What follows belongs to an exercise in optimizing a design on an open flow for small area, a short achievable clock period and few clock cycles per item; a production flow would make more cautious choices. No run shown here included a check of the RTL's function; only the layout flow was run. Power figures rest on the tool's default switching activity, not on a simulated workload.

`flow/design.v`:
```
package tx_zc_pkg;
    localparam int ZC_NZC_W_DEF = 12;
    localparam int ZC_OUT_W_DEF = 12;
    localparam int ZC_INV_W_DEF = 18;
    localparam int ZC_T_MULT = 24;
endpackage
module tx_zc_mul (
    input  logic        clk,
    input  logic        i_en,
    input  logic [16:0] i_th,
    input  logic [17:0] i_inv,
    output logic [11:0] o_y,
    output logic [16:0] o_p
);
    logic [18:0] thx;
    logic [8:0]  w_neg, w_one, w_two;
    logic [8:0]  neg, one, two;         
    logic [8:0]  negbn, onebn, twobn;   
    logic        r_dsgn;
    logic [18:0] pp0;
    logic [18:0] pp1;
    logic [18:0] pp2;
    logic [18:0] pp3;
    logic [18:0] pp4;
    logic [18:0] pp5;
    logic [18:0] pp6;
    logic [18:0] pp7;
    logic [18:0] pp8;
    logic [34:0] ra, rb;
    logic [34:6] r_a, r_b;
    logic        r_sgn, r_c6;
    logic [6:0]  w_l6;
    logic s1;
    logic c2;
    logic s3;
    logic c4;
    logic s5;
    logic c6;
    logic s7;
    logic c8;
    logic s9;
    logic c10;
    logic s11;
    logic c12;
    logic s13;
    logic c14;
    logic s15;
    logic c16;
    logic s17;
    logic c18;
    logic s19;
    logic c20;
    logic s21;
    logic c22;
    logic s23;
    logic c24;
    logic s25;
    logic c26;
    logic s27;
    logic c28;
    logic s29;
    logic c30;
    logic s31;
    logic c32;
    logic s33;
    logic c34;
    logic s35;
    logic c36;
    logic s37;
    logic c38;
    logic s39;
    logic c40;
    logic s41;
    logic c42;
    logic s43;
    logic c44;
    logic s45;
    logic c46;
    logic s47;
    logic c48;
    logic s49;
    logic c50;
    logic s51;
    logic c52;
    logic s53;
    logic c54;
    logic s55;
    logic c56;
    logic s57;
    logic c58;
    logic s59;
    logic c60;
    logic s61;
    logic c62;
    logic s63;
    logic c64;
    logic s65;
    logic c66;
    logic s67;
    logic c68;
    logic s69;
    logic c70;
    logic s71;
    logic c72;
    logic s73;
    logic c74;
    logic s75;
    logic c76;
    logic s77;
    logic c78;
    logic s79;
    logic c80;
    logic s81;
    logic c82;
    logic s83;
    logic c84;
    logic s85;
    logic c86;
    logic s87;
    logic c88;
    logic s89;
    logic c90;
    logic s91;
    logic c92;
    logic s93;
    logic c94;
    logic s95;
    logic c96;
    logic s97;
    logic c98;
    logic s99;
    logic c100;
    logic s101;
    logic c102;
    logic s103;
    logic c104;
    logic s105;
    logic c106;
    logic s107;
    logic c108;
    logic s109;
    logic c110;
    logic s111;
    logic c112;
    logic s113;
    logic c114;
    logic s115;
    logic c116;
    logic s117;
    logic c118;
    logic s119;
    logic c120;
    logic s121;
    logic c122;
    logic s123;
    logic c124;
    logic s125;
    logic c126;
    logic s127;
    logic c128;
    logic s129;
    logic c130;
    logic s131;
    logic c132;
    logic s133;
    logic c134;
    logic s135;
    logic c136;
    logic s137;
    logic c138;
    logic s139;
    logic c140;
    logic s141;
    logic c142;
    logic s143;
    logic c144;
    logic s145;
    logic c146;
    logic s147;
    logic c148;
    logic s149;
    logic c150;
    logic s151;
    logic c152;
    logic s153;
    logic c154;
    logic s155;
    logic c156;
    logic s157;
    logic c158;
    logic s159;
    logic c160;
    logic s161;
    logic c162;
    logic s163;
    logic c164;
    logic s165;
    logic c166;
    logic s167;
    logic c168;
    logic s169;
    logic c170;
    logic s171;
    logic c172;
    logic s173;
    logic c174;
    logic s175;
    logic c176;
    logic s177;
    logic c178;
    logic s179;
    logic c180;
    logic s181;
    logic c182;
    logic s183;
    logic c184;
    logic s185;
    logic c186;
    logic s187;
    logic c188;
    logic s189;
    logic c190;
    logic s191;
    logic c192;
    logic s193;
    logic c194;
    logic s195;
    logic c196;
    logic s197;
    logic c198;
    logic s199;
    logic c200;
    logic s201;
    logic c202;
    logic s203;
    logic c204;
    logic s205;
    logic c206;
    logic s207;
    logic c208;
    logic s209;
    logic c210;
    logic s211;
    logic c212;
    logic s213;
    logic c214;
    logic s215;
    logic c216;
    logic s217;
    logic c218;
    logic s219;
    logic c220;
    logic s221;
    logic c222;
    logic s223;
    logic c224;
    logic s225;
    logic c226;
    logic s227;
    logic c228;
    logic s229;
    logic c230;
    logic s231;
    logic c232;
    logic s233;
    logic c234;
    logic s235;
    logic c236;
    logic s237;
    logic c238;
    logic s239;
    logic c240;
    logic s241;
    logic c242;
    logic s243;
    logic c244;
    logic s245;
    logic c246;
    logic s247;
    logic c248;
    logic s249;
    logic c250;
    logic s251;
    logic c252;
    logic s253;
    logic c254;
    logic s255;
    logic c256;
    logic s257;
    logic c258;
    logic s259;
    logic c260;
    logic s261;
    logic c262;
    logic s263;
    logic c264;
    logic s265;
    logic c266;
    logic s267;
    logic c268;
    logic s269;
    logic c270;
    logic s271;
    logic c272;
    logic s273;
    logic c274;
    logic s275;
    logic c276;
    logic s277;
    logic c278;
    logic s279;
    logic c280;
    logic s281;
    logic c282;
    logic s283;
    logic c284;
    logic s285;
    logic c286;
    logic s287;
    logic c288;
    logic s289;
    logic c290;
    logic s291;
    logic c292;
    logic s293;
    logic c294;
    logic s295;
    logic c296;
    logic s297;
    logic c298;
    logic s299;
    logic c300;
    logic s301;
    logic c302;
    logic s303;
    logic c304;
    logic s305;
    logic c306;
    assign thx = {i_th[16], i_th, 1'b0};
    always_comb begin
        for (int i = 0; i < 9; i++) begin
            w_neg[i] = thx[2*i+2] & ~(thx[2*i+1] & thx[2*i]);
            w_one[i] = thx[2*i+1] ^ thx[2*i];
            w_two[i] = (thx[2*i+2] & ~thx[2*i+1] & ~thx[2*i]) | (~thx[2*i+2] & thx[2*i+1] & thx[2*i]);
        end
    end
    always_ff @(posedge clk) begin
        if (i_en) begin
            neg    <= w_neg;
            one    <= w_one;
            two    <= w_two;
            negbn  <= ~w_neg;
            onebn  <= ~w_one;
            twobn  <= ~w_two;
            r_dsgn <= i_th[16];
        end
    end
    assign pp0[9:0]  = (({10{one[0]}} & i_inv[9:0]) | ({10{two[0]}} & {i_inv[8:0], 1'b0})) ^ {10{neg[0]}};
    assign pp0[18:10] = (({9{~onebn[0]}} & {1'b0, i_inv[17:10]}) | ({9{~twobn[0]}} & i_inv[17:9])) ^ {9{~negbn[0]}};
    assign pp1[9:0]  = (({10{one[1]}} & i_inv[9:0]) | ({10{two[1]}} & {i_inv[8:0], 1'b0})) ^ {10{neg[1]}};
    assign pp1[18:10] = (({9{~onebn[1]}} & {1'b0, i_inv[17:10]}) | ({9{~twobn[1]}} & i_inv[17:9])) ^ {9{~negbn[1]}};
    assign pp2[9:0]  = (({10{one[2]}} & i_inv[9:0]) | ({10{two[2]}} & {i_inv[8:0], 1'b0})) ^ {10{neg[2]}};
    assign pp2[18:10] = (({9{~onebn[2]}} & {1'b0, i_inv[17:10]}) | ({9{~twobn[2]}} & i_inv[17:9])) ^ {9{~negbn[2]}};
    assign pp3[9:0]  = (({10{one[3]}} & i_inv[9:0]) | ({10{two[3]}} & {i_inv[8:0], 1'b0})) ^ {10{neg[3]}};
    assign pp3[18:10] = (({9{~onebn[3]}} & {1'b0, i_inv[17:10]}) | ({9{~twobn[3]}} & i_inv[17:9])) ^ {9{~negbn[3]}};
    assign pp4[9:0]  = (({10{one[4]}} & i_inv[9:0]) | ({10{two[4]}} & {i_inv[8:0], 1'b0})) ^ {10{neg[4]}};
    assign pp4[18:10] = (({9{~onebn[4]}} & {1'b0, i_inv[17:10]}) | ({9{~twobn[4]}} & i_inv[17:9])) ^ {9{~negbn[4]}};
    assign pp5[9:0]  = (({10{one[5]}} & i_inv[9:0]) | ({10{two[5]}} & {i_inv[8:0], 1'b0})) ^ {10{neg[5]}};
    assign pp5[18:10] = (({9{~onebn[5]}} & {1'b0, i_inv[17:10]}) | ({9{~twobn[5]}} & i_inv[17:9])) ^ {9{~negbn[5]}};
    assign pp6[9:0]  = (({10{one[6]}} & i_inv[9:0]) | ({10{two[6]}} & {i_inv[8:0], 1'b0})) ^ {10{neg[6]}};
    assign pp6[18:10] = (({9{~onebn[6]}} & {1'b0, i_inv[17:10]}) | ({9{~twobn[6]}} & i_inv[17:9])) ^ {9{~negbn[6]}};
    assign pp7[9:0]  = (({10{one[7]}} & i_inv[9:0]) | ({10{two[7]}} & {i_inv[8:0], 1'b0})) ^ {10{neg[7]}};
    assign pp7[18:10] = (({9{~onebn[7]}} & {1'b0, i_inv[17:10]}) | ({9{~twobn[7]}} & i_inv[17:9])) ^ {9{~negbn[7]}};
    assign pp8[9:0]  = (({10{one[8]}} & i_inv[9:0]) | ({10{two[8]}} & {i_inv[8:0], 1'b0})) ^ {10{neg[8]}};
    assign pp8[18:10] = (({9{~onebn[8]}} & {1'b0, i_inv[17:10]}) | ({9{~twobn[8]}} & i_inv[17:9])) ^ {9{~negbn[8]}};
    assign s1 = pp0[16] ^ pp1[14];
    assign c2 = pp0[16] & pp1[14];
    assign s3 = pp0[17] ^ pp1[15];
    assign c4 = pp0[17] & pp1[15];
    assign s5 = pp0[18] ^ pp1[16];
    assign c6 = pp0[18] & pp1[16];
    assign s7 = pp1[17] ^ pp2[15];
    assign c8 = pp1[17] & pp2[15];
    assign s9 = pp1[18] ^ pp2[16];
    assign c10 = pp1[18] & pp2[16];
    assign s11 = negbn[1] ^ pp2[17];
    assign c12 = negbn[1] & pp2[17];
    assign s13 = pp0[10] ^ pp1[8];
    assign c14 = pp0[10] & pp1[8];
    assign s15 = pp0[11] ^ pp1[9];
    assign c16 = pp0[11] & pp1[9];
    assign s17 = pp0[12] ^ pp1[10] ^ pp2[8];
    assign c18 = (pp0[12] & pp1[10]) | (pp0[12] & pp2[8]) | (pp1[10] & pp2[8]);
    assign s19 = pp3[6] ^ pp4[4];
    assign c20 = pp3[6] & pp4[4];
    assign s21 = pp0[13] ^ pp1[11] ^ pp2[9];
    assign c22 = (pp0[13] & pp1[11]) | (pp0[13] & pp2[9]) | (pp1[11] & pp2[9]);
    assign s23 = pp3[7] ^ pp4[5];
    assign c24 = pp3[7] & pp4[5];
    assign s25 = pp0[14] ^ pp1[12] ^ pp2[10];
    assign c26 = (pp0[14] & pp1[12]) | (pp0[14] & pp2[10]) | (pp1[12] & pp2[10]);
    assign s27 = pp3[8] ^ pp4[6] ^ pp5[4];
    assign c28 = (pp3[8] & pp4[6]) | (pp3[8] & pp5[4]) | (pp4[6] & pp5[4]);
    assign s29 = pp6[2] ^ pp7[0];
    assign c30 = pp6[2] & pp7[0];
    assign s31 = pp0[15] ^ pp1[13] ^ pp2[11];
    assign c32 = (pp0[15] & pp1[13]) | (pp0[15] & pp2[11]) | (pp1[13] & pp2[11]);
    assign s33 = pp3[9] ^ pp4[7] ^ pp5[5];
    assign c34 = (pp3[9] & pp4[7]) | (pp3[9] & pp5[5]) | (pp4[7] & pp5[5]);
    assign s35 = pp6[3] ^ pp7[1];
    assign c36 = pp6[3] & pp7[1];
    assign s37 = pp2[12] ^ pp3[10] ^ pp4[8];
    assign c38 = (pp2[12] & pp3[10]) | (pp2[12] & pp4[8]) | (pp3[10] & pp4[8]);
    assign s39 = pp5[6] ^ pp6[4] ^ pp7[2];
    assign c40 = (pp5[6] & pp6[4]) | (pp5[6] & pp7[2]) | (pp6[4] & pp7[2]);
    assign s41 = pp8[0] ^ neg[8] ^ s1;
    assign c42 = (pp8[0] & neg[8]) | (pp8[0] & s1) | (neg[8] & s1);
    assign s43 = pp2[13] ^ pp3[11] ^ pp4[9];
    assign c44 = (pp2[13] & pp3[11]) | (pp2[13] & pp4[9]) | (pp3[11] & pp4[9]);
    assign s45 = pp5[7] ^ pp6[5] ^ pp7[3];
    assign c46 = (pp5[7] & pp6[5]) | (pp5[7] & pp7[3]) | (pp6[5] & pp7[3]);
    assign s47 = pp8[1] ^ s3 ^ c2;
    assign c48 = (pp8[1] & s3) | (pp8[1] & c2) | (s3 & c2);
    assign s49 = pp2[14] ^ pp3[12] ^ pp4[10];
    assign c50 = (pp2[14] & pp3[12]) | (pp2[14] & pp4[10]) | (pp3[12] & pp4[10]);
    assign s51 = pp5[8] ^ pp6[6] ^ pp7[4];
    assign c52 = (pp5[8] & pp6[6]) | (pp5[8] & pp7[4]) | (pp6[6] & pp7[4]);
    assign s53 = pp8[2] ^ s5 ^ c4;
    assign c54 = (pp8[2] & s5) | (pp8[2] & c4) | (s5 & c4);
    assign s55 = pp3[13] ^ pp4[11] ^ pp5[9];
    assign c56 = (pp3[13] & pp4[11]) | (pp3[13] & pp5[9]) | (pp4[11] & pp5[9]);
    assign s57 = pp6[7] ^ pp7[5] ^ pp8[3];
    assign c58 = (pp6[7] & pp7[5]) | (pp6[7] & pp8[3]) | (pp7[5] & pp8[3]);
    assign s59 = ~negbn[0] ^ s7 ^ c6;
    assign c60 = (~negbn[0] & s7) | (~negbn[0] & c6) | (s7 & c6);
    assign s61 = pp3[14] ^ pp4[12] ^ pp5[10];
    assign c62 = (pp3[14] & pp4[12]) | (pp3[14] & pp5[10]) | (pp4[12] & pp5[10]);
    assign s63 = pp6[8] ^ pp7[6] ^ pp8[4];
    assign c64 = (pp6[8] & pp7[6]) | (pp6[8] & pp8[4]) | (pp7[6] & pp8[4]);
    assign s65 = ~negbn[0] ^ s9 ^ c8;
    assign c66 = (~negbn[0] & s9) | (~negbn[0] & c8) | (s9 & c8);
    assign s67 = pp3[15] ^ pp4[13] ^ pp5[11];
    assign c68 = (pp3[15] & pp4[13]) | (pp3[15] & pp5[11]) | (pp4[13] & pp5[11]);
    assign s69 = pp6[9] ^ pp7[7] ^ pp8[5];
    assign c70 = (pp6[9] & pp7[7]) | (pp6[9] & pp8[5]) | (pp7[7] & pp8[5]);
    assign s71 = negbn[0] ^ s11 ^ c10;
    assign c72 = (negbn[0] & s11) | (negbn[0] & c10) | (s11 & c10);
    assign s73 = pp2[18] ^ pp3[16] ^ pp4[14];
    assign c74 = (pp2[18] & pp3[16]) | (pp2[18] & pp4[14]) | (pp3[16] & pp4[14]);
    assign s75 = pp5[12] ^ pp6[10] ^ pp7[8];
    assign c76 = (pp5[12] & pp6[10]) | (pp5[12] & pp7[8]) | (pp6[10] & pp7[8]);
    assign s77 = ~(pp8[6] ^ c12);
    assign c78 = pp8[6] | c12;
    assign s79 = negbn[2] ^ pp3[17] ^ pp4[15];
    assign c80 = (negbn[2] & pp3[17]) | (negbn[2] & pp4[15]) | (pp3[17] & pp4[15]);
    assign s81 = pp5[13] ^ pp6[11] ^ pp7[9];
    assign c82 = (pp5[13] & pp6[11]) | (pp5[13] & pp7[9]) | (pp6[11] & pp7[9]);
    assign s83 = pp3[18] ^ pp4[16] ^ pp5[14];
    assign c84 = (pp3[18] & pp4[16]) | (pp3[18] & pp5[14]) | (pp4[16] & pp5[14]);
    assign s85 = pp6[12] ^ pp7[10];
    assign c86 = pp6[12] & pp7[10];
    assign s87 = negbn[3] ^ pp4[17] ^ pp5[15];
    assign c88 = (negbn[3] & pp4[17]) | (negbn[3] & pp5[15]) | (pp4[17] & pp5[15]);
    assign s89 = pp4[18] ^ pp5[16];
    assign c90 = pp4[18] & pp5[16];
    assign s91 = pp0[6] ^ pp1[4];
    assign c92 = pp0[6] & pp1[4];
    assign s93 = pp0[7] ^ pp1[5];
    assign c94 = pp0[7] & pp1[5];
    assign s95 = pp0[8] ^ pp1[6] ^ pp2[4];
    assign c96 = (pp0[8] & pp1[6]) | (pp0[8] & pp2[4]) | (pp1[6] & pp2[4]);
    assign s97 = pp3[2] ^ pp4[0];
    assign c98 = pp3[2] & pp4[0];
    assign s99 = pp0[9] ^ pp1[7] ^ pp2[5];
    assign c100 = (pp0[9] & pp1[7]) | (pp0[9] & pp2[5]) | (pp1[7] & pp2[5]);
    assign s101 = pp3[3] ^ pp4[1];
    assign c102 = pp3[3] & pp4[1];
    assign s103 = pp2[6] ^ pp3[4] ^ pp4[2];
    assign c104 = (pp2[6] & pp3[4]) | (pp2[6] & pp4[2]) | (pp3[4] & pp4[2]);
    assign s105 = pp5[0] ^ neg[5] ^ s13;
    assign c106 = (pp5[0] & neg[5]) | (pp5[0] & s13) | (neg[5] & s13);
    assign s107 = pp2[7] ^ pp3[5] ^ pp4[3];
    assign c108 = (pp2[7] & pp3[5]) | (pp2[7] & pp4[3]) | (pp3[5] & pp4[3]);
    assign s109 = pp5[1] ^ s15 ^ c14;
    assign c110 = (pp5[1] & s15) | (pp5[1] & c14) | (s15 & c14);
    assign s111 = pp5[2] ^ pp6[0] ^ neg[6];
    assign c112 = (pp5[2] & pp6[0]) | (pp5[2] & neg[6]) | (pp6[0] & neg[6]);
    assign s113 = s17 ^ s19 ^ c16;
    assign c114 = (s17 & s19) | (s17 & c16) | (s19 & c16);
    assign s115 = pp5[3] ^ pp6[1] ^ s21;
    assign c116 = (pp5[3] & pp6[1]) | (pp5[3] & s21) | (pp6[1] & s21);
    assign s117 = s23 ^ c18 ^ c20;
    assign c118 = (s23 & c18) | (s23 & c20) | (c18 & c20);
    assign s119 = neg[7] ^ s25 ^ s27;
    assign c120 = (neg[7] & s25) | (neg[7] & s27) | (s25 & s27);
    assign s121 = s29 ^ c22 ^ c24;
    assign c122 = (s29 & c22) | (s29 & c24) | (c22 & c24);
    assign s123 = s31 ^ s33 ^ s35;
    assign c124 = (s31 & s33) | (s31 & s35) | (s33 & s35);
    assign s125 = c26 ^ c28 ^ c30;
    assign c126 = (c26 & c28) | (c26 & c30) | (c28 & c30);
    assign s127 = s37 ^ s39 ^ s41;
    assign c128 = (s37 & s39) | (s37 & s41) | (s39 & s41);
    assign s129 = c32 ^ c34 ^ c36;
    assign c130 = (c32 & c34) | (c32 & c36) | (c34 & c36);
    assign s131 = s43 ^ s45 ^ s47;
    assign c132 = (s43 & s45) | (s43 & s47) | (s45 & s47);
    assign s133 = c38 ^ c40 ^ c42;
    assign c134 = (c38 & c40) | (c38 & c42) | (c40 & c42);
    assign s135 = s49 ^ s51 ^ s53;
    assign c136 = (s49 & s51) | (s49 & s53) | (s51 & s53);
    assign s137 = c44 ^ c46 ^ c48;
    assign c138 = (c44 & c46) | (c44 & c48) | (c46 & c48);
    assign s139 = s55 ^ s57 ^ s59;
    assign c140 = (s55 & s57) | (s55 & s59) | (s57 & s59);
    assign s141 = c50 ^ c52 ^ c54;
    assign c142 = (c50 & c52) | (c50 & c54) | (c52 & c54);
    assign s143 = s61 ^ s63 ^ s65;
    assign c144 = (s61 & s63) | (s61 & s65) | (s63 & s65);
    assign s145 = c56 ^ c58 ^ c60;
    assign c146 = (c56 & c58) | (c56 & c60) | (c58 & c60);
    assign s147 = s67 ^ s69 ^ s71;
    assign c148 = (s67 & s69) | (s67 & s71) | (s69 & s71);
    assign s149 = c62 ^ c64 ^ c66;
    assign c150 = (c62 & c64) | (c62 & c66) | (c64 & c66);
    assign s151 = s73 ^ s75 ^ s77;
    assign c152 = (s73 & s75) | (s73 & s77) | (s75 & s77);
    assign s153 = c68 ^ c70 ^ c72;
    assign c154 = (c68 & c70) | (c68 & c72) | (c70 & c72);
    assign s155 = pp8[7] ^ s79 ^ s81;
    assign c156 = (pp8[7] & s79) | (pp8[7] & s81) | (s79 & s81);
    assign s157 = c74 ^ c76 ^ c78;
    assign c158 = (c74 & c76) | (c74 & c78) | (c76 & c78);
    assign s159 = ~(pp8[8] ^ s83);
    assign c160 = pp8[8] | s83;
    assign s161 = s85 ^ c80 ^ c82;
    assign c162 = (s85 & c80) | (s85 & c82) | (c80 & c82);
    assign s163 = pp6[13] ^ pp7[11] ^ pp8[9];
    assign c164 = (pp6[13] & pp7[11]) | (pp6[13] & pp8[9]) | (pp7[11] & pp8[9]);
    assign s165 = s87 ^ c84 ^ c86;
    assign c166 = (s87 & c84) | (s87 & c86) | (c84 & c86);
    assign s167 = pp6[14] ^ pp7[12] ^ pp8[10];
    assign c168 = (pp6[14] & pp7[12]) | (pp6[14] & pp8[10]) | (pp7[12] & pp8[10]);
    assign s169 = ~(s89 ^ c88);
    assign c170 = s89 | c88;
    assign s171 = negbn[4] ^ pp5[17] ^ pp6[15];
    assign c172 = (negbn[4] & pp5[17]) | (negbn[4] & pp6[15]) | (pp5[17] & pp6[15]);
    assign s173 = pp7[13] ^ pp8[11] ^ c90;
    assign c174 = (pp7[13] & pp8[11]) | (pp7[13] & c90) | (pp8[11] & c90);
    assign s175 = pp5[18] ^ pp6[16] ^ pp7[14];
    assign c176 = (pp5[18] & pp6[16]) | (pp5[18] & pp7[14]) | (pp6[16] & pp7[14]);
    assign s177 = ~pp8[12];
    assign c178 = pp8[12];
    assign s179 = negbn[5] ^ pp6[17] ^ pp7[15];
    assign c180 = (negbn[5] & pp6[17]) | (negbn[5] & pp7[15]) | (pp6[17] & pp7[15]);
    assign s181 = pp6[18] ^ pp7[16];
    assign c182 = pp6[18] & pp7[16];
    assign s183 = pp0[4] ^ pp1[2];
    assign c184 = pp0[4] & pp1[2];
    assign s185 = pp0[5] ^ pp1[3] ^ pp2[1];
    assign c186 = (pp0[5] & pp1[3]) | (pp0[5] & pp2[1]) | (pp1[3] & pp2[1]);
    assign s187 = pp2[2] ^ pp3[0] ^ neg[3];
    assign c188 = (pp2[2] & pp3[0]) | (pp2[2] & neg[3]) | (pp3[0] & neg[3]);
    assign s189 = pp2[3] ^ pp3[1] ^ s93;
    assign c190 = (pp2[3] & pp3[1]) | (pp2[3] & s93) | (pp3[1] & s93);
    assign s191 = neg[4] ^ s95 ^ s97;
    assign c192 = (neg[4] & s95) | (neg[4] & s97) | (s95 & s97);
    assign s193 = s99 ^ s101 ^ c96;
    assign c194 = (s99 & s101) | (s99 & c96) | (s101 & c96);
    assign s195 = s103 ^ s105 ^ c100;
    assign c196 = (s103 & s105) | (s103 & c100) | (s105 & c100);
    assign s197 = s107 ^ s109 ^ c104;
    assign c198 = (s107 & s109) | (s107 & c104) | (s109 & c104);
    assign s199 = s111 ^ s113 ^ c108;
    assign c200 = (s111 & s113) | (s111 & c108) | (s113 & c108);
    assign s201 = s115 ^ s117 ^ c112;
    assign c202 = (s115 & s117) | (s115 & c112) | (s117 & c112);
    assign s203 = s119 ^ s121 ^ c116;
    assign c204 = (s119 & s121) | (s119 & c116) | (s121 & c116);
    assign s205 = s123 ^ s125 ^ c120;
    assign c206 = (s123 & s125) | (s123 & c120) | (s125 & c120);
    assign s207 = s127 ^ s129 ^ c124;
    assign c208 = (s127 & s129) | (s127 & c124) | (s129 & c124);
    assign s209 = s131 ^ s133 ^ c128;
    assign c210 = (s131 & s133) | (s131 & c128) | (s133 & c128);
    assign s211 = s135 ^ s137 ^ c132;
    assign c212 = (s135 & s137) | (s135 & c132) | (s137 & c132);
    assign s213 = s139 ^ s141 ^ c136;
    assign c214 = (s139 & s141) | (s139 & c136) | (s141 & c136);
    assign s215 = s143 ^ s145 ^ c140;
    assign c216 = (s143 & s145) | (s143 & c140) | (s145 & c140);
    assign s217 = s147 ^ s149 ^ c144;
    assign c218 = (s147 & s149) | (s147 & c144) | (s149 & c144);
    assign s219 = s151 ^ s153 ^ c148;
    assign c220 = (s151 & s153) | (s151 & c148) | (s153 & c148);
    assign s221 = s155 ^ s157 ^ c152;
    assign c222 = (s155 & s157) | (s155 & c152) | (s157 & c152);
    assign s223 = s159 ^ s161 ^ c156;
    assign c224 = (s159 & s161) | (s159 & c156) | (s161 & c156);
    assign s225 = s163 ^ s165 ^ c160;
    assign c226 = (s163 & s165) | (s163 & c160) | (s165 & c160);
    assign s227 = s167 ^ s169 ^ c164;
    assign c228 = (s167 & s169) | (s167 & c164) | (s169 & c164);
    assign s229 = s171 ^ s173 ^ c168;
    assign c230 = (s171 & s173) | (s171 & c168) | (s173 & c168);
    assign s231 = s175 ^ s177 ^ c172;
    assign c232 = (s175 & s177) | (s175 & c172) | (s177 & c172);
    assign s233 = pp8[13] ^ s179 ^ c176;
    assign c234 = (pp8[13] & s179) | (pp8[13] & c176) | (s179 & c176);
    assign s235 = ~(pp8[14] ^ s181);
    assign c236 = pp8[14] | s181;
    assign s237 = negbn[6] ^ pp7[17] ^ pp8[15];
    assign c238 = (negbn[6] & pp7[17]) | (negbn[6] & pp8[15]) | (pp7[17] & pp8[15]);
    assign s239 = pp7[18] ^ pp8[16];
    assign c240 = pp7[18] & pp8[16];
    assign s241 = pp0[2] ^ pp1[0];
    assign c242 = pp0[2] & pp1[0];
    assign s243 = pp0[3] ^ pp1[1];
    assign c244 = pp0[3] & pp1[1];
    assign s245 = pp2[0] ^ neg[2] ^ s183;
    assign c246 = (pp2[0] & neg[2]) | (pp2[0] & s183) | (neg[2] & s183);
    assign s247 = ~(s185 ^ c184);
    assign c248 = s185 | c184;
    assign s249 = s91 ^ s187 ^ c186;
    assign c250 = (s91 & s187) | (s91 & c186) | (s187 & c186);
    assign s251 = c92 ^ s189 ^ c188;
    assign c252 = (c92 & s189) | (c92 & c188) | (s189 & c188);
    assign s253 = c94 ^ s191 ^ c190;
    assign c254 = (c94 & s191) | (c94 & c190) | (s191 & c190);
    assign s255 = c98 ^ s193 ^ c192;
    assign c256 = (c98 & s193) | (c98 & c192) | (s193 & c192);
    assign s257 = c102 ^ s195 ^ c194;
    assign c258 = (c102 & s195) | (c102 & c194) | (s195 & c194);
    assign s259 = c106 ^ s197 ^ c196;
    assign c260 = (c106 & s197) | (c106 & c196) | (s197 & c196);
    assign s261 = c110 ^ s199 ^ c198;
    assign c262 = (c110 & s199) | (c110 & c198) | (s199 & c198);
    assign s263 = c114 ^ s201 ^ c200;
    assign c264 = (c114 & s201) | (c114 & c200) | (s201 & c200);
    assign s265 = c118 ^ s203 ^ c202;
    assign c266 = (c118 & s203) | (c118 & c202) | (s203 & c202);
    assign s267 = c122 ^ s205 ^ c204;
    assign c268 = (c122 & s205) | (c122 & c204) | (s205 & c204);
    assign s269 = c126 ^ s207 ^ c206;
    assign c270 = (c126 & s207) | (c126 & c206) | (s207 & c206);
    assign s271 = c130 ^ s209 ^ c208;
    assign c272 = (c130 & s209) | (c130 & c208) | (s209 & c208);
    assign s273 = c134 ^ s211 ^ c210;
    assign c274 = (c134 & s211) | (c134 & c210) | (s211 & c210);
    assign s275 = c138 ^ s213 ^ c212;
    assign c276 = (c138 & s213) | (c138 & c212) | (s213 & c212);
    assign s277 = c142 ^ s215 ^ c214;
    assign c278 = (c142 & s215) | (c142 & c214) | (s215 & c214);
    assign s279 = c146 ^ s217 ^ c216;
    assign c280 = (c146 & s217) | (c146 & c216) | (s217 & c216);
    assign s281 = c150 ^ s219 ^ c218;
    assign c282 = (c150 & s219) | (c150 & c218) | (s219 & c218);
    assign s283 = c154 ^ s221 ^ c220;
    assign c284 = (c154 & s221) | (c154 & c220) | (s221 & c220);
    assign s285 = c158 ^ s223 ^ c222;
    assign c286 = (c158 & s223) | (c158 & c222) | (s223 & c222);
    assign s287 = c162 ^ s225 ^ c224;
    assign c288 = (c162 & s225) | (c162 & c224) | (s225 & c224);
    assign s289 = c166 ^ s227 ^ c226;
    assign c290 = (c166 & s227) | (c166 & c226) | (s227 & c226);
    assign s291 = c170 ^ s229 ^ c228;
    assign c292 = (c170 & s229) | (c170 & c228) | (s229 & c228);
    assign s293 = c174 ^ s231 ^ c230;
    assign c294 = (c174 & s231) | (c174 & c230) | (s231 & c230);
    assign s295 = c178 ^ s233 ^ c232;
    assign c296 = (c178 & s233) | (c178 & c232) | (s233 & c232);
    assign s297 = c180 ^ s235 ^ c234;
    assign c298 = (c180 & s235) | (c180 & c234) | (s235 & c234);
    assign s299 = c182 ^ s237 ^ c236;
    assign c300 = (c182 & s237) | (c182 & c236) | (s237 & c236);
    assign s301 = ~(s239 ^ c238);
    assign c302 = s239 | c238;
    assign s303 = negbn[7] ^ pp8[17] ^ c240;
    assign c304 = (negbn[7] & pp8[17]) | (negbn[7] & c240) | (pp8[17] & c240);
    assign s305 = ~pp8[18];
    assign c306 = pp8[18];
    assign ra[0] = pp0[0];
    assign rb[0] = neg[0];
    assign ra[1] = pp0[1];
    assign rb[1] = 1'b0;
    assign ra[2] = neg[1];
    assign rb[2] = s241;
    assign ra[3] = s243;
    assign rb[3] = c242;
    assign ra[4] = s245;
    assign rb[4] = c244;
    assign ra[5] = s247;
    assign rb[5] = c246;
    assign ra[6] = s249;
    assign rb[6] = c248;
    assign ra[7] = s251;
    assign rb[7] = c250;
    assign ra[8] = s253;
    assign rb[8] = c252;
    assign ra[9] = s255;
    assign rb[9] = c254;
    assign ra[10] = s257;
    assign rb[10] = c256;
    assign ra[11] = s259;
    assign rb[11] = c258;
    assign ra[12] = s261;
    assign rb[12] = c260;
    assign ra[13] = s263;
    assign rb[13] = c262;
    assign ra[14] = s265;
    assign rb[14] = c264;
    assign ra[15] = s267;
    assign rb[15] = c266;
    assign ra[16] = s269;
    assign rb[16] = c268;
    assign ra[17] = s271;
    assign rb[17] = c270;
    assign ra[18] = s273;
    assign rb[18] = c272;
    assign ra[19] = s275;
    assign rb[19] = c274;
    assign ra[20] = s277;
    assign rb[20] = c276;
    assign ra[21] = s279;
    assign rb[21] = c278;
    assign ra[22] = s281;
    assign rb[22] = c280;
    assign ra[23] = s283;
    assign rb[23] = c282;
    assign ra[24] = s285;
    assign rb[24] = c284;
    assign ra[25] = s287;
    assign rb[25] = c286;
    assign ra[26] = s289;
    assign rb[26] = c288;
    assign ra[27] = s291;
    assign rb[27] = c290;
    assign ra[28] = s293;
    assign rb[28] = c292;
    assign ra[29] = s295;
    assign rb[29] = c294;
    assign ra[30] = s297;
    assign rb[30] = c296;
    assign ra[31] = s299;
    assign rb[31] = c298;
    assign ra[32] = s301;
    assign rb[32] = c300;
    assign ra[33] = s303;
    assign rb[33] = c302;
    assign ra[34] = s305;
    assign rb[34] = c304;
    assign w_l6 = {1'b0, ra[5:0]} + {1'b0, rb[5:0]};
    always_ff @(posedge clk) begin
        if (i_en) begin
            r_a   <= ra[34:6];
            r_b   <= rb[34:6];
            r_sgn <= r_dsgn;
            r_c6  <= w_l6[6];
        end
    end
    logic [22:6] w_lo;
    logic [17:0] w_sum;
    assign w_sum = {r_a[22:6], r_c6} + {r_b[22:6], r_c6};
    assign w_lo  = w_sum[17:1];
    assign o_p  = w_lo[22:6];
    logic [34:17] w_p, w_o, w_g;
    logic         w_z0, w_z1;
    assign w_p   = r_a[34:17] ^ r_b[34:17];
    assign w_o   = r_a[34:17] | r_b[34:17];
    assign w_g   = r_a[34:17] & r_b[34:17];
    assign w_z0  = !w_lo[17] && (w_o[33:17] == w_p[34:18]);
    assign w_z1  = w_lo[17] && (w_g[33:17] == ~w_p[34:18]);
    assign o_y   = (w_z0 || w_z1) ? w_lo[17:6] : (r_sgn ? 12'h800 : 12'h7ff);
endmodule
module tx_zc_phase_gen #(
    parameter int NZC_W  = tx_zc_pkg::ZC_NZC_W_DEF,
    parameter int OUT_W  = tx_zc_pkg::ZC_OUT_W_DEF,
    parameter int INV_W  = tx_zc_pkg::ZC_INV_W_DEF,
    parameter int PH_W   = NZC_W + 5
) (
    input  logic             sys_clk,
    input  logic             rst,
    input  logic             start,
    input  logic             abort,
    input  logic [NZC_W-1:0] zc_N_zc,
    input  logic [NZC_W-1:0] zc_len,
    input  logic [NZC_W-1:0] zc_start_index,
    input  logic [PH_W-1:0]  zc_Q,
    input  logic [PH_W-1:0]  zc_P,
    input  logic [INV_W-1:0] zc_inv_T,
    input  logic             theta_ready,
    output logic             theta_valid,
    output logic [OUT_W-1:0] theta_data,
    output logic             theta_last,
    output logic             busy,
    output logic             cfg_err
);
    logic        r_busy, r_pend;
    logic        r_ck_n3, r_ck_lnz;             
    logic [2:0]  r_ck_sl;                       
    logic [2:0]  r_ck_q, r_ck_p;                
    logic        r_ph_q2b;   
    logic        r_ph_e0;    
    logic        r_ph_run;   
    logic        r_ph_w1;    
    logic        r_ph_w2;    
    logic        r_ph_w3;    
    logic        r_s1_valid, r_s1_last, r_s2_valid, r_s2_last, r_out_valid, r_out_last;
    logic [11:0] r_out_data;
    logic [11:0] r_nzc;          
    logic [13:0] r_nt3;          
    logic [16:0] r_q;            
    logic [16:0] r_p;            
    logic [17:0] r_inv;          
    logic [11:0] r_rem;          
    logic [11:0] r_skip;         
    logic [11:0]        r_mc;    
    logic               r_wrap;  
    logic signed [16:0] r_th;    
    logic [16:0]        r_e;     
    logic [4:0]         r_z;     
    logic [4:0]         r_pm;    
    logic [13:0] w_3n;
    logic [14:0] w_qc_a, w_qc_b, w_qc_s, w_qc_c;
    logic [14:0] w_pc_s, w_pc_c;
    logic [8:0]  w_qc_lo, w_pc_lo;
    logic [6:0]  w_qc_h0, w_qc_h1, w_pc_h0, w_pc_h1;
    logic        w_idle;
    logic [15:0] w_q2_a, w_q2_b, w_q2_s, w_q2_c, w_q2x;
    logic        w_cfg_ok, w_accept, w_adv, w_step, w_done, w_last_step;
    logic [16:0] w_t;
    logic [16:0] w_q2;
    logic [18:0] w_tha, w_thb, w_tnx, w_hnx, w_ths, w_s1, w_c1, w_ths_m, w_s2, w_c2, w_thc;
    logic [16:0] w_th_nxt;
    logic        w_wrap_nxt;
    logic [16:0] w_ea;
    logic [18:0] w_eq, w_tx, w_ed, w_s3, w_c3, w_edt;
    logic [16:0] w_e_nxt;
    logic [1:0]  w_p3;
    logic [4:0]  w_pm;
    logic [3:0]  w_zl_s;
    logic [4:0]  w_z_nxt, w_zth5;
    logic [16:0] w_zth;
    logic [17:0] r_mul_b;        
    logic [11:0] w_sat;
    logic [16:0] w_prod;
    logic        w_th_ld;
    logic [16:0] w_th_d;
    assign w_qc_a   = {3'b000, zc_N_zc};
    assign w_qc_b   = ~{1'b0, zc_N_zc, 2'b00};
    assign w_qc_s   = w_qc_a ^ w_qc_b ^ {1'b0, zc_Q[16:3]};
    assign w_qc_c   = {(w_qc_a[13:0] & w_qc_b[13:0]) | ((w_qc_a[13:0] | w_qc_b[13:0]) & zc_Q[16:3]), 1'b1};
    assign w_pc_s   = w_qc_a ^ w_qc_b ^ {1'b0, zc_P[16:3]};
    assign w_pc_c   = {(w_qc_a[13:0] & w_qc_b[13:0]) | ((w_qc_a[13:0] | w_qc_b[13:0]) & zc_P[16:3]), 1'b1};
    assign w_qc_lo  = {1'b0, w_qc_s[7:0]} + {1'b0, w_qc_c[7:0]};
    assign w_qc_h0  = w_qc_s[14:8] + w_qc_c[14:8];
    assign w_qc_h1  = w_qc_s[14:8] + w_qc_c[14:8] + 7'd1;
    assign w_pc_lo  = {1'b0, w_pc_s[7:0]} + {1'b0, w_pc_c[7:0]};
    assign w_pc_h0  = w_pc_s[14:8] + w_pc_c[14:8];
    assign w_pc_h1  = w_pc_s[14:8] + w_pc_c[14:8] + 7'd1;
    assign w_cfg_ok = r_ck_n3 && r_ck_lnz &&
                      (r_ck_sl[2] || (r_ck_sl[1] && r_ck_sl[0])) &&
                      (r_ck_q[2] ? r_ck_q[1] : r_ck_q[0]) &&
                      (r_ck_p[2] ? r_ck_p[1] : r_ck_p[0]);
    assign w_accept = r_pend && w_cfg_ok;
    assign w_idle   = !r_busy && !w_accept;
    assign w_adv       = !(r_out_valid && !theta_ready);
    assign w_step      = w_adv && r_ph_run;
    assign w_last_step = (r_rem == 12'd1);
    assign w_done      = r_out_valid && r_out_last && theta_ready;
    assign w_t    = ~{r_nt3, 3'b111};
    assign w_3n    = 14'(r_nzc) + {1'b0, r_nzc, 1'b0};
    assign w_q2_a  = {4'b0000, r_nzc};
    assign w_q2_b  = ~{2'b00, r_nzc, 2'b00};
    assign w_q2_s  = w_q2_a ^ w_q2_b ^ {1'b0, r_q[16:2]};
    assign w_q2_c  = {(w_q2_a[14:0] & w_q2_b[14:0]) | ((w_q2_a[14:0] | w_q2_b[14:0]) & r_q[16:2]), 1'b1};
    assign w_q2x   = w_q2_s + w_q2_c;
    assign w_q2    = r_e[15] ? {r_q[15:0], 1'b0} : {r_e[13:0], r_q[1:0], 1'b0};
    assign w_tha  = {r_th[16], r_th[16], r_th};
    assign w_thb  = {2'b00, r_e};
    assign w_tnx  = {2'b11, r_nt3, 3'b111};
    assign w_hnx  = {3'b111, r_nt3, 2'b11};
    assign w_ths  = w_tha + w_thb;
    assign w_s1   = w_tha ^ w_thb ^ w_tnx;
    assign w_c1   = {(w_tha[17:0] & w_thb[17:0]) | (w_tha[17:0] & w_tnx[17:0]) | (w_thb[17:0] & w_tnx[17:0]), 1'b1};
    assign w_ths_m = w_s1 + w_c1;
    assign w_s2   = w_tha ^ w_thb ^ w_hnx;
    assign w_c2   = {(w_tha[17:0] & w_thb[17:0]) | (w_tha[17:0] & w_hnx[17:0]) | (w_thb[17:0] & w_hnx[17:0]), 1'b1};
    assign w_thc  = w_s2 + w_c2;
    assign w_th_nxt = w_thc[18] ? w_ths[16:0] : w_ths_m[16:0];
    assign w_ea   = r_e;
    assign w_eq   = {2'b11, r_q};
    assign w_tx   = {2'b00, w_t};
    assign w_ed   = {2'b00, w_ea} + w_eq + 19'd1;
    assign w_s3   = {2'b00, w_ea} ^ w_eq ^ w_tx;
    assign w_c3   = {({1'b0, w_ea} & w_eq[17:0]) | ({1'b0, w_ea} & w_tx[17:0]) | (w_eq[17:0] & w_tx[17:0]), 1'b1};
    assign w_edt  = w_s3 + w_c3;
    assign w_e_nxt = w_ed[18] ? w_edt[16:0] : w_ed[16:0];
    function automatic logic [1:0] add3(input logic [1:0] a, input logic [1:0] b);
        case ({a, b})
            4'b0000: add3 = 2'd0;  4'b0001: add3 = 2'd1;  4'b0010: add3 = 2'd2;
            4'b0100: add3 = 2'd1;  4'b0101: add3 = 2'd2;  4'b0110: add3 = 2'd0;
            4'b1000: add3 = 2'd2;  4'b1001: add3 = 2'd0;  4'b1010: add3 = 2'd1;
            default: add3 = 2'd0;
        endcase
    endfunction
    function automatic logic [1:0] red3(input logic [1:0] g);
        red3 = {g[1] & ~g[0], g[0] & ~g[1]};
    endfunction
    always_comb begin
        logic [1:0] r0, r1, r2, r3, r4, r5, r6;
        r0 = red3(r_p[4:3]);   r1 = red3(r_p[6:5]);   r2 = red3(r_p[8:7]);
        r3 = red3(r_p[10:9]);  r4 = red3(r_p[12:11]); r5 = red3(r_p[14:13]);
        r6 = red3(r_p[16:15]);
        w_p3 = add3(add3(add3(r0, r1), add3(r2, r3)), add3(add3(r4, r5), r6));
    end
    assign w_pm = {w_p3, r_p[2:0]};
    assign w_zl_s  = {1'b0, r_z[2:0]} + {1'b0, r_pm[2:0]};
    assign w_z_nxt = {add3(add3(r_z[4:3], r_pm[4:3]), {1'b0, w_zl_s[3]}), w_zl_s[2:0]};
    assign w_zth5  = (r_z[4:3] == 2'd2) ? {2'b11, r_z[2:0]} :
                     (r_z[4:3] == 2'd1 && r_z[2]) ? {2'b10, r_z[2:0]} : {1'b0, r_z[3], r_z[2:0]};
    assign w_zth   = {{12{w_zth5[4]}}, w_zth5};
    always_comb begin
        if (r_pend)       w_th_d = '0;
        else if (r_ph_w3) w_th_d = w_prod;
        else if (r_wrap)  w_th_d = w_zth;
        else              w_th_d = w_th_nxt;
    end
    assign w_th_ld = r_pend || (w_adv && (r_ph_run || r_ph_w3));
    always_ff @(posedge sys_clk) begin
        r_mul_b <= ((r_ph_w1 && w_adv) || (r_ph_w2 && !w_adv)) ? {r_nzc, 6'b000000} : r_inv;
    end
    tx_zc_mul u_mul (.clk(sys_clk), .i_en(w_adv), .i_th(r_th), .i_inv(r_mul_b),
                     .o_y(w_sat), .o_p(w_prod));
    assign w_wrap_nxt = r_pend ? 1'b0 : (w_step ? (!r_wrap && r_mc == 12'd2) : r_wrap);
    always_ff @(posedge sys_clk) begin
        if (rst || abort) begin
            r_busy      <= 1'b0;
            r_pend      <= 1'b0;
            r_ph_q2b    <= 1'b0;
            r_ph_e0     <= 1'b0;
            r_ph_run    <= 1'b0;
            r_ph_w1     <= 1'b0;
            r_ph_w2     <= 1'b0;
            r_ph_w3     <= 1'b0;
            r_s1_valid  <= 1'b0;
            r_s1_last   <= 1'b0;
            r_s2_valid  <= 1'b0;
            r_s2_last   <= 1'b0;
            r_out_valid <= 1'b0;
            r_out_last  <= 1'b0;
        end else begin
            r_pend   <= w_idle && start;
            r_ph_q2b <= w_accept;
            if (w_accept) begin
                r_busy <= 1'b1;
            end else if (r_busy) begin
                if (w_done) r_busy <= 1'b0;
                r_ph_e0  <= r_ph_q2b;
                if (r_ph_e0) r_ph_run <= 1'b1;
                if (w_adv) begin
                    if (r_ph_run && (w_last_step || r_wrap)) r_ph_run <= 1'b0;
                    r_ph_w1 <= r_ph_run && !w_last_step && r_wrap;
                    r_ph_w2 <= r_ph_w1;
                    r_ph_w3 <= r_ph_w2;
                    if (r_ph_w3) r_ph_run <= 1'b1;
                end
            end
            if (w_adv) begin
                r_s1_valid  <= w_step && (r_skip == '0);
                r_s1_last   <= w_last_step;
                r_s2_valid  <= r_s1_valid;
                r_s2_last   <= r_s1_last;
                r_out_valid <= r_s2_valid;
                r_out_last  <= r_s2_last;
            end
        end
    end
    always_ff @(posedge sys_clk) begin
        if (w_idle) begin
            r_nzc  <= zc_N_zc;
            r_q    <= zc_Q;
            r_p    <= zc_P;
            r_inv  <= zc_inv_T;
            r_rem  <= zc_len;
            r_skip <= zc_start_index;
        end else begin
            if (r_ph_q2b) r_q   <= ~w_q2;
            if (r_ph_e0)  r_p   <= w_e_nxt;
            if (w_step) begin
                r_rem <= r_rem - 12'd1;
                if (r_skip != '0) r_skip <= r_skip - 12'd1;
            end
        end
    end
    always_ff @(posedge sys_clk) begin
        if (w_th_ld) begin
            r_th <= w_th_d;
        end
        r_wrap <= w_wrap_nxt;
        r_ck_n3  <= (zc_N_zc[11:2] != '0) || (zc_N_zc[1:0] == 2'd3);
        r_ck_lnz <= (zc_len != '0);
        r_ck_sl  <= {zc_start_index[11:6] < zc_len[11:6], zc_start_index[11:6] == zc_len[11:6],
                     zc_start_index[5:0] < zc_len[5:0]};
        r_ck_q   <= {w_qc_lo[8], w_qc_h1[6], w_qc_h0[6]};
        r_ck_p   <= {w_pc_lo[8], w_pc_h1[6], w_pc_h0[6]};
        if (r_pend) begin
            r_nt3  <= ~w_3n;
            r_mc   <= r_nzc;
            r_pm   <= w_pm;
            r_z    <= w_pm;
        end
        if (r_pend) begin
            r_e <= {1'b0, w_q2x};
        end
        if (r_ph_q2b) begin
            r_e <= r_p;
        end
        if (r_ph_e0) begin
            r_e <= w_e_nxt;
        end
        if (w_step) begin
            r_e <= r_wrap ? r_p : w_e_nxt;
            if (r_wrap) begin
                r_z    <= w_z_nxt;
                r_mc   <= r_nzc;
            end else begin
                r_mc   <= r_mc - 12'd1;
            end
        end
        if (w_adv) begin
            r_out_data <= w_sat;
        end
    end
    assign theta_valid = r_out_valid;
    assign theta_data  = r_out_data;
    assign theta_last  = r_out_last;
    assign busy        = r_busy || w_accept;
    assign cfg_err     = r_pend && !w_cfg_ok;
endmodule
```
`flow/flow/run.sh`:
```
#!/bin/bash
# The standard layout, with the ports buffered by buf_2 cells instead of the
# default choice of buffer cell.
set -euo pipefail
export BUFFER_PORTS_ARGS="-buffer_cell sky130_fd_sc_hd__buf_2"
bash standard.sh > standard.log 2>&1
```
`flow/standard.sh`:
```
#!/bin/bash
# synth_recipe.tcl (not shown) runs the flow's synth.tcl, then flattens the netlist and writes it again
# the make line also repeats each setting of config.mk as NAME=value (left out here)
make -C /OpenROAD-flow-scripts/flow DESIGN_CONFIG=/design/flow/config.mk WORK_HOME=/design/flow/orfs CLKGATE_MAP_FILE= SYNTH_SCRIPT=/design/flow/synth_recipe.tcl "${@:-finish}"
```
`flow/config.mk`:
```
export PLATFORM = sky130hd
export DESIGN_NAME = tx_zc_phase_gen
export DESIGN_NICKNAME = tx_zc_phase_gen
export VERILOG_FILES = /design/flow/design.v
export SDC_FILE = /design/flow/constraint.sdc
export NUM_CORES = 4
export LEC_CHECK = 0
export CAP_MARGIN = 20
export CORE_MARGIN = 2
export CORE_UTILIZATION = 40
export CTS_BUF_LIST = sky130_fd_sc_hd__clkbuf_8
export CTS_CLUSTER_DIAMETER = 60
export CTS_CLUSTER_SIZE = 20
export SETUP_SLACK_MARGIN = 4.0
export SLEW_MARGIN = 20
```
`flow/constraint.sdc`:
```
create_clock -name core_clock -period 8.0 [get_ports {sys_clk}]
set_input_delay 1.6000 -clock core_clock [delete_from_list [all_inputs] [get_ports {sys_clk}]]
set_output_delay 1.6000 -clock core_clock [all_outputs]
set_load 0.01 [all_outputs]
```
==> flow_summary.ini, run 1 <==
[critical_path]
r2r_end = r_e[14]$_DFFE_PP_
crit_type = reg -> out
crit_path_max_incr_delay_ns = 0.33
crit_required_ns = 6.40
cp-end-kind = primary output
cp_max_fo = 19
r2r_start = r_e[6]$_DFFE_PP_
regToRegSetupSlack_ns = 4.18
cp-start-kind = register
critPathArrivalTime_ns = 2.27
reg2reg_depth = 12
path_cells = mux2i_2 -> nor4_2 -> buf_4 -> nand2_1 -> nand2b_4 -> buf_12 -> buf_2
crit_path_top_delay_cell = dfxtp_1

[floorplan]
pin_count = 109
dieArea_mm2 = 0.0748
fp-row-count = 98
initial_core_util_pct = 40.5
fp.dieW_um = 273
fp.dieH_um = 273
core_mm2 = 0.0717

[global_route]
grt_pass1_vias = 20600
grt_pass1_wl_um = 114000
grt_max_degree = 132
antenna_found_initial = 0
track_usage_pct = 19.3
gr-total-overflow = 0

[power]
clock_power_share_pct = 11.8
intPower_mw = 5.68
peakVddDrop_uv = 273
switching_share_pct = 44.8
power_density_mw_per_mm2 = 328
comb_power_share_pct = 59.2
netSwitchingPower_mw = 4.61
seq_power_share_pct = 29.0
p_leak_nw = 13.9

[place]
hpwl_um = 58400
dp_cells = 3892
place_congestion = 0.944
io_buffers = 108

[routing]
wl_um = 72900
via_per_inst = 5.25
first_pass_iters = 5
ant_nets = 0
wl_per_cell_um = 18.4
vias = 20800
first_iter_violations = 1290
drc = 0

[yosys]
yosysUniqueCellTypes = 80
synthXorXnorAreaFrac_pct = 9.71
synth_area_leaders = edfxtp_1 (29%), fa_1 (14%), ha_1 (11%)
ys_warn_count = 2
synth-simple-area-share_pct = 8.83
synth-seq-cells = 327
yosysTopAreaCell = edfxtp_1
synth_top_family_by_area = adder cells
synth_top_area_share_pct = 28.7
synth-edff-count = 278
synth_adder_area_share_pct = 25.1
ys_async_sr_fraction_pct = 0
synth-compound-area-share_pct = 14.1
seq_area_frac_synth_pct = 32.1
synth_area_mm2 = 0.0291
synthCells = 2937
synth_fp_nets = 3492
synth_top_flop_cell = edfxtp_1
synth.mux.area_fraction_pct = 2.36
syn_area_per_cell_um2 = 9.89

[finish]
syn_to_final_growth_pct = 7.91
diodes = 0
drive_above_1_share_pct = 7.82
instances_no_fill = 3957
multi_input_area_mm2 = 0.0175
final_nets = 3537
postLayoutCoreUtil_pct = 43.7
fillCellCount = 6884
regArea_mm2 = 0.00933

[timing]
fin_crit_ns = 3.87
finalSetupViolations = 0
slew_viol_final = 0
skew_ns = 0.0413
fin_crit_sh_pct = 48.4
relSlewSlack_pct = 39.5
hold_viol = 0
setup_tns_ns = 0
fmax_mhz = 258
worst_hold_slack_ns = 0.460
rsz0062_at_grt = true
tightest_slew_ns = 0.889

[cts]
clkLatencyLatePin_ns = 0.70
htreeDepth = 1
numCtsBuffers = 31
clock_path_buffers = 3
cts_tree = built
cts_root_buffer = clkbuf_8
cts_sinks = 327
path_clk_slew_ns = 0.11

[min_path]
hold_end = r_mul_b[1]$_SDFF_PP0_
hold-path-cell-count = 1
min_from = r_inv[1]$_DFFE_PP_
hold_class = reg -> reg

[outcome]
outcome = timing/DRC/antenna clean

[run]
maxCapViolCount = 0
==> stage by stage <==
step           setup WS (ns)  power [mW]  cell area (um^2)
2_1_floorplan           4.02        7.46             29100
3_5_place_dp            3.62        9.12             30500
3_3_place_gp            3.64        9.03             30500
4_1_cts                 4.01        10.4             31300
5_1_grt                 3.98        11.4             31300
6_report                4.13        10.3             31300
==> per-layer routing <==
metal / vias to the layer above / GRT usage, % / wire length, um
li1: 10100 / - / -
met1: 10100 / 26.7 / 33500
met2: 452 / 32.4 / 34300
met3: 100 / 2.07 / 3240
met4: 0 / 4.47 / 1730
met5: - / 0 / 0
==> worst max-delay path: cells and delay by family, from the launching register on <==
family | cells | cell delay [ns]
buffers and inverters | 3 | 0.49
flip-flops | 1 | 0.33
multiplexers | 1 | 0.18
AND/OR/NAND/NOR | 3 | 0.56
==> power groups by stage <==
stage / combinational (mW) / clock, mW / sequential (mW)
after floorplan: 4.70 / 0 / 2.77
after CTS: 6.13 / 1.26 / 2.98
after global routing: 7.10 / 1.31 / 3.03
final: 6.09 / 1.22 / 2.98
after detailed placement: 6.10 / 0 / 3.02
after global placement: 6.02 / 0 / 3.01
==> layout make-up <==
cell class / count / share of cell area, %
clock buffers: 31 / 1.36
repair buffers: 129 / 2.36
multi-input cells: 2012 / 55.8
well taps: 950 / 3.79
clock inverters: 27 / 1.05
flip-flops and latches: 327 / 29.8
inverters: 481 / 5.83
==> cell usage in the layout, fill, tap and decap left out, drive strengths merged, types with 10 or more instances in the layout <==
| cell | n |
|---|---|
| inv | 485 |
| o31ai | 10 |
| a221oi | 11 |
| a211oi | 31 |
| o22ai | 67 |
| dfxtp | 49 |
| a21oi | 121 |
| mux2 | 11 |
| nand4 | 19 |
| xor2 | 129 |
| nor3 | 42 |
| clkinv | 15 |
| and2 | 10 |
| nand2b | 40 |
| or3 | 10 |
| fa | 203 |
| o21a | 40 |
| nand2 | 184 |
| xnor2 | 193 |
| nor4 | 18 |
| mux2i | 54 |
| ha | 259 |
| a22oi | 81 |
| nand3 | 32 |
| a31oi | 17 |
| o21ai | 138 |
| clkbuf | 31 |
| a21o | 45 |
| nor2 | 118 |
| buf | 128 |
| edfxtp | 278 |
| nor2b | 26 |
==> synth_stat cells (all sizes together), types with 4 or more instances <==
cell and n:
nor4 18, a221o 4, nand4 19, nor2b 26, o21bai 4, o22ai 67
dfxtp 49, nor3 42, a21o 45, xor2 129, clkbuf 109, o211ai 8
clkinv 5, a221oi 11, a31oi 17, xnor2 193, or2 6, nand3b 7
o2111ai 4, nand3 32, mux2i 54, a211oi 31, and2 10, a21oi 121
edfxtp 278, nand2 184, nor2 118, a31o 8, o21ai 138, inv 476
o21a 40, mux2 11, and3 7, fa 203, o211a 4, nor4b 6
a22oi 81, or3 10, o31ai 10, o31a 5, nand2b 40, ha 259
buf 8
==> cell families (layout without fill, tap and decap cells) <==
group	Yosys count	count (layout)
xor gates and xnor gates	322	322
and+or+nand+nor	537	537
DFF	327	327
adders and majority gates	462	462
muxes	65	65
AOI/OAI and AO/OA	626	626
buffers and inverters	598	668
==> state kept, by name (all words and copies together) (netlist names), 8 cells and up <==
register,count
u_mul.r_a,29
u_mul.r_b,29
r_inv,18
r_mul_b,18
r_e,17
r_p,17
r_q,17
r_th,17
r_nt3,14
r_mc,12
r_nzc,12
r_out_data,12
r_rem,12
r_skip,12
u_mul.neg,9
u_mul.negbn,9
u_mul.one,9
u_mul.onebn,9
u_mul.two,8
u_mul.twobn,8
==> repair_timing <==
item	CTS	global route
buffers inserted	1	5
hold buffers	0	0
cloned	1	0
gates resized for setup	6	4
endpoints found under the setup margin	1	17
pin swaps	1	0
==> worst max-delay path by stage <==
stage | start | endpoint | slack [ns]
floorplan | theta_ready | r_e[14]$_DFFE_PP_ | 4.02
global placement | theta_ready | r_e[13]$_DFFE_PP_ | 3.64
detailed placement | theta_ready | r_e[13]$_DFFE_PP_ | 3.62
CTS | r_ck_p[2]$_DFF_P_ | busy | 4.01
global route | r_th[3]$_SDFFCE_PP0P_ | r_th[14]$_SDFFCE_PP0P_ | 3.98
finish | r_ck_p[2]$_DFF_P_ | busy | 4.13
==> inputs of run 2 (changes only) <==
--- a/flow/config.mk
+++ b/flow/config.mk
@@ -11,5 +11,5 @@
 export CTS_BUF_LIST = sky130_fd_sc_hd__clkbuf_8
 export CTS_CLUSTER_DIAMETER = 60
 export CTS_CLUSTER_SIZE = 20
-export SETUP_SLACK_MARGIN = 4.0
+export SETUP_SLACK_MARGIN = 4.3
 export SLEW_MARGIN = 20
==> run 2 against run 1 <==
Net effect:
- global-route usage up 0.17 points
- critical endpoint unchanged
- synthesized cell count is the same
- via count rose by 2.1%
- critical path type unchanged
- register-to-register slack improved by 0.21 ns
- maximum frequency rose by 4.2%
- critical path depth shrank 1
- final cell count rose by 2.2%
- hold slack got worse by 0.028 ns
- utilization increased by 1.3 points
- flip-flop and latch count unchanged
- still clean
- non-clock buffer count up 85
- clock power hardly changed
==> flow_summary.ini, run 2 <==
[outcome]
outcome = timing/DRC/antenna clean

[floorplan]
initial_core_util_pct = 40.5
fp.dieH_um = 273
core_mm2 = 0.0717
fp.dieW_um = 273
fp-row-count = 98
dieArea_mm2 = 0.0748
pin_count = 109

[timing]
hold_viol = 0
relSlewSlack_pct = 39.8
fmax_mhz = 269
finalSetupViolations = 0
tightest_slew_ns = 0.884
fin_crit_sh_pct = 46.4
setup_tns_ns = 0
slew_viol_final = 0
skew_ns = 0.0325
fin_crit_ns = 3.72
rsz0062_at_grt = true

[global_route]
grt_pass1_wl_um = 115000
track_usage_pct = 19.5
antenna_found_initial = 0
grt_max_degree = 68
gr-total-overflow = 0
grt_pass1_vias = 20800

[critical_path]
cp-end-kind = primary output
critPathArrivalTime_ns = 2.12
crit_type = reg -> out
crit_buf_inv = 2
crit_required_ns = 6.40
cp-start-kind = register
cp_max_fo = 6
crit_path_max_incr_delay_ns = 0.35
crit_path_top_delay_cell = dfxtp_2
cpLargestDelayFamily = simple AND/OR/NAND/NOR gates
path_cells = mux2i_4 -> nor4_4 -> nand2_2 -> nand2b_4 -> buf_12 -> buf_6

[yosys]
synth_fp_nets = 3492
synth-seq-cells = 327
seq_area_frac_synth_pct = 32.1
synthCells = 2937
syn_area_per_cell_um2 = 9.89
ys_warn_count = 2
yosysUniqueCellTypes = 80
synth_area_mm2 = 0.0291
ys_async_sr_fraction_pct = 0
synth_area_leaders = edfxtp_1 (29%), fa_1 (14%), ha_1 (11%)
synth_top_flop_cell = edfxtp_1
synth_most_common_cell = inv_1
synth-edff-count = 278
synth_top_area_share_pct = 28.7
yosysTopAreaCell = edfxtp_1
ys_top_cells_by_count = inv_1 (476), edfxtp_1 (278), ha_1 (259)

[place]
io_buffers = 108
dp_cells = 3891
place_congestion = 0.917
hpwl_um = 58600

[run]
maxCapViolCount = 0

[routing]
via_per_inst = 5.25
first_iter_violations = 1330
first_pass_iters = 5
ant_nets = 0
vias = 21200
drc = 0
wl_per_cell_um = 18.4
wl_um = 74300

[cts]
clock_path_buffers = 3
numCtsBuffers = 30
cts_tree = built
cts_sinks = 327
htreeDepth = 1
path_clk_slew_ns = 0.11
postCtsHoldBufs = 0
clkLatencyLatePin_ns = 0.68
cts_root_buffer = clkbuf_8

[finish]
final_nets = 3624
final_common_cell = inv_1
syn_to_final_growth_pct = 11.1
instances_no_fill = 4043
final_cell_mix = inv_1 (466), edfxtp_1 (278), ha_1 (250)
reg_top3 = u_mul.r_a: 29 flops, u_mul.r_b: 29 flops
postLayoutCoreUtil_pct = 45.0
drive_above_1_share_pct = 12.0
diodes = 0

[power]
switching_share_pct = 44.7
seq_power_share_pct = 28.2
peakVddDrop_uv = 241
intPower_mw = 5.82
netSwitchingPower_mw = 4.71
comb_power_share_pct = 60.4
report.power.total_mw = 10.5
p_leak_nw = 14.3
clock_power_share_pct = 11.4
power_density_mw_per_mm2 = 326

[min_path]
hold_class = reg -> reg
-- run 2: repair_timing --
action / 4_1_cts / 5_1_grt
setup buffers: 7 / 85
endpoints found under the setup margin: 70 / 60
resized for setup: 21 / 58
pin swaps: 1 / 14
cloned: 1 / 3
-- run 2: path summary, 6_finish.rpt --
kind / startpoint / slack [ns] / to / cells past startpoint
worst max-delay path: r_ck_p[2]$_DFF_P_ / 4.28 / busy / 6
worst min-delay path: u_mul.r_dsgn$_DFFE_PN_ / 0.43 / u_mul.r_sgn$_DFFE_PN_ / 0
worst max register to register: r_nt3[3]$_DFFE_PP_ / 4.39 / r_th[13]$_SDFFCE_PP0P_ / 11
worst min register to register: u_mul.r_dsgn$_DFFE_PN_ / 0.43 / u_mul.r_sgn$_DFFE_PN_ / 0
-- run 2: metal layers --
layer  global-route usage [%]  routed length (um)
met4                     3.90                1650
met5                        0                   0
met1                     27.0               33500
met3                     2.34                3870
met2                     32.7               35300
-- run 2: cell type report --
cell class              instances  area [um^2]
inverters                     481         1850
flip-flops and latches        327         9350
repair inverters                3         23.8
clock inverters                24          297
well taps                     950         1190
fillers                      6910        39500
multi-input cells            2012        17700
repair buffers                214         1410
clock buffers                  32          440
-- run 2: stage by stage --
stage / hold slack, ns / instance area [um^2] / setup slack [ns]
2_1_floorplan: 0.400 / 29100 / 4.31
3_3_place_gp: 0.401 / 30500 / 3.22
3_5_place_dp: 0.406 / 30500 / 3.22
4_1_cts: 0.435 / 31300 / 3.96
5_1_grt: 0.436 / 32300 / 4.16
6_report: 0.432 / 32300 / 4.28
-- run 2: power by group through the flow --
stage	Combinational [mW]	Sequential, mW	Clock (mW)
after floorplan	4.70	2.77	0
after global placement	6.01	3.01	0
after detailed placement	6.24	3.01	0
after CTS	6.29	2.97	1.23
after global routing	7.35	3.01	1.29
final	6.36	2.96	1.20
-- run 2: logic make-up after synthesis --
kind of cell / share of synthesized area (%)
AO/OA/AOI/OAI: 14.1
XOR/XNOR: 9.71
adder cells (fa/ha/maj): 25.1
buffers and inverters: 7.76
flip-flops: 32.1
multiplexers: 2.36
AND/OR/NAND/NOR: 8.83
==> inputs of run 3 (changes only) <==
--- a/flow/config.mk
+++ b/flow/config.mk
@@ -11,5 +11,5 @@
 export CTS_BUF_LIST = sky130_fd_sc_hd__clkbuf_8
 export CTS_CLUSTER_DIAMETER = 60
 export CTS_CLUSTER_SIZE = 20
-export SETUP_SLACK_MARGIN = 4.3
+export SETUP_SLACK_MARGIN = 4.6
 export SLEW_MARGIN = 20
==> run 3 against run 2 <==
Net effect:
- non-clock buffer count up 86
- hold slack worse by 0.0052 ns
- maximum frequency up 4.3%
- critical path type is now reg -> reg
- largest cell class unchanged
- largest power group unchanged
==> flow_summary.ini, run 3 <==
[timing]
slew_viol_final = 0
worst_hold_slack_ns = 0.426
rsz0062_at_grt = true
hold_viol = 0
skew_ns = 0.0424
finalSetupViolations = 0
tightest_slew_ns = 0.934
fin_crit_ns = 3.56
setup_tns_ns = 0
fin_crit_sh_pct = 44.5

[finish]
instances_no_fill = 4138
drive_above_1_share_pct = 19.5
finalInstanceArea_mm2 = 0.0340
final_nets = 3714
final_common_cell = inv_1
final_cell_mix = inv_1 (415), edfxtp_1 (278), ha_1 (242)
postLayoutCoreUtil_pct = 47.4

[run]
maxCapViolCount = 0

[yosys]
ys_warn_count = 2
synth_fp_nets = 3492
ys_async_sr_fraction_pct = 0
synth-seq-cells = 327
syn_area_per_cell_um2 = 9.89
seq_area_frac_synth_pct = 32.1
synthCells = 2937
synth_area_mm2 = 0.0291
yosysUniqueCellTypes = 80
synth_most_common_cell = inv_1
synth_top_flop_cell = edfxtp_1
yosysTopAreaCell = edfxtp_1
synth_top_area_share_pct = 28.7

[routing]
drc = 0
wl_per_cell_um = 18.7
first_pass_iters = 6
first_iter_violations = 1512

[min_path]
hold_class = reg -> reg
hold-path-cell-count = 0
hold_end = u_mul.r_sgn$_DFFE_PN_
min_from = u_mul.r_dsgn$_DFFE_PN_

[critical_path]
crit_required_ns = 8.42
r2r_start = r_e[0]$_DFFE_PP_
path_cells = inv_2 -> ha_4 -> fa_2 -> a211oi_2 -> o211ai_2 -> a2111o_1 -> or3b_4 -> a21oi_2 -> or3b_4 -> o21a_1 -> o311ai_2
crit_type = reg -> reg
cp_max_fo = 5
regToRegSetupSlack_ns = 4.44
cp-start-kind = register
crit_path_top_delay_cell = edfxtp_1
cp-end-kind = register

[cts]
clkLatencyLatePin_ns = 0.63
clock_path_buffers = 3
postCtsHoldBufs = 0
htreeDepth = 2
path_clk_slew_ns = 0.10
numCtsBuffers = 35
cts_tree = built
cts_root_buffer = clkbuf_8

[place]
io_buffers = 108
dp_cells = 3890
dpl_cell_area_mm2 = 0.0306
hpwl_um = 58600

[floorplan]
pin_count = 109
core_mm2 = 0.0717
fp.dieH_um = 273
fp.dieW_um = 273

[outcome]
outcome = timing/DRC/antenna clean

[global_route]
grt_pass1_wl_um = 119000
grt_pass1_vias = 21500
gr-total-overflow = 0
track_usage_pct = 20.3

[power]
power_density_mw_per_mm2 = 327
p_leak_nw = 14.9
run 3: timing repair:
action / CTS / global route
pin swaps: 55 / 101
setup buffers: 96 / 83
endpoints found under the setup margin: 135 / 90
cloned: 3 / 0
resized for setup: 109 / 165
run 3: cells by family (layout without fill, tap and decap cells):
| group | after synthesis | in the layout | share of synthesized area [%] |
|---|---|---|---|
| other | 0 | 2 | 0 |
| AOI/OAI and AO/OA | 626 | 626 | 14.1 |
| xor gates and xnor gates | 322 | 322 | 9.71 |
| buffers and inverters | 598 | 847 | 7.76 |
| muxes | 65 | 65 | 2.36 |
| and+or+nand+nor | 537 | 537 | 8.83 |
| adders and majority gates | 462 | 462 | 25.1 |
| DFF | 327 | 327 | 32.1 |
run 3: worst max-delay path by stage:
stage                     depth (start not counted)  slack [ns]              start           endpoint
after CTS                                         7        4.39  r_ck_p[2]$_DFF_P_               busy
after floorplan                                  13        4.44         zc_N_zc[8]  r_ck_q[1]$_DFF_P_
after global routing                              7        4.34  r_ck_q[2]$_DFF_P_               busy
after global placement                            9        3.86        theta_ready  r_e[13]$_DFFE_PP_
after detailed placement                          9        3.76        theta_ready  r_e[13]$_DFFE_PP_
final                                            11        4.44   r_e[0]$_DFFE_PP_  r_e[16]$_DFFE_PP_
run 3: final cells by class:
cell class                      count  area (um^2)
Antenna cell                        2         5.00
Clock buffer                       37          509
Clock inverter                     27          332
Fill cell                        6696        37700
Inverter                          481         1900
Multi-Input combinational cell   2012        18400
Sequential cell                   327         9370
Tap cell                          950         1190
Timing Repair Buffer              300         2310
Timing Repair inverter              2         23.8
run 3: metrics by stage:
step,total power [mW],setup WS [ns]
floorplan,7.48,4.44
global route,12.2,4.34
CTS,10.8,4.39
detailed placement,9.18,3.76
global placement,9.03,3.86
finish,11.1,4.44
run 3: power by group:
part / internal, mW / switching [mW]
Sequential: 2.58 / 0.360
Clock: 0.583 / 0.734
Combinational: 3.04 / 3.82
Total: 6.20 / 4.92
run 3: critical path, delay by kind of cell (launching register included):
family	cells	cell delay (ns)
compound gates	6	1.38
fa+ha+maj	2	0.64
buf+inv	1	0.16
flops	1	0.49
simple gates	2	0.69
run 3: routing by layer:
metal  global-route usage (%)  wire length (um)  part of all wire (%)  vias to the layer above
met1                     27.9             34300                    44                    10600
met5                        0                 0                     0                        -
met3                     2.32              4140                   5.3                      123
li1                         -                 -                     -                    10500
met2                     34.1             36900                    48                      656
met4                     5.48              2070                   2.7                        0

==> re-timing with driven ports <==
No port has a modelled driver above. Below, the same layouts with a new extraction and two added sets of constraints.
Step 1, drivers: a clkbuf_16 drives sys_clk and a buf_2 each remaining input, both assumed.
Step 2 also shifts input and output timing later by t, the mid clock arrival at the registers, as if the neighbouring blocks saw the same clock.
Slacks: ideal / step 1 / step 2; pairs: ideal / step 1.
run | shift t [ns] | setup WS [ns]
run 1 | 0.736 | 4.127 / 4.067 / 3.688
run 2 | 0.719 | 4.284 / 4.228 / 3.965
run 3 | 0.673 | 4.438 / 4.382 / 4.035
After both steps every run listed still meets setup and hold.
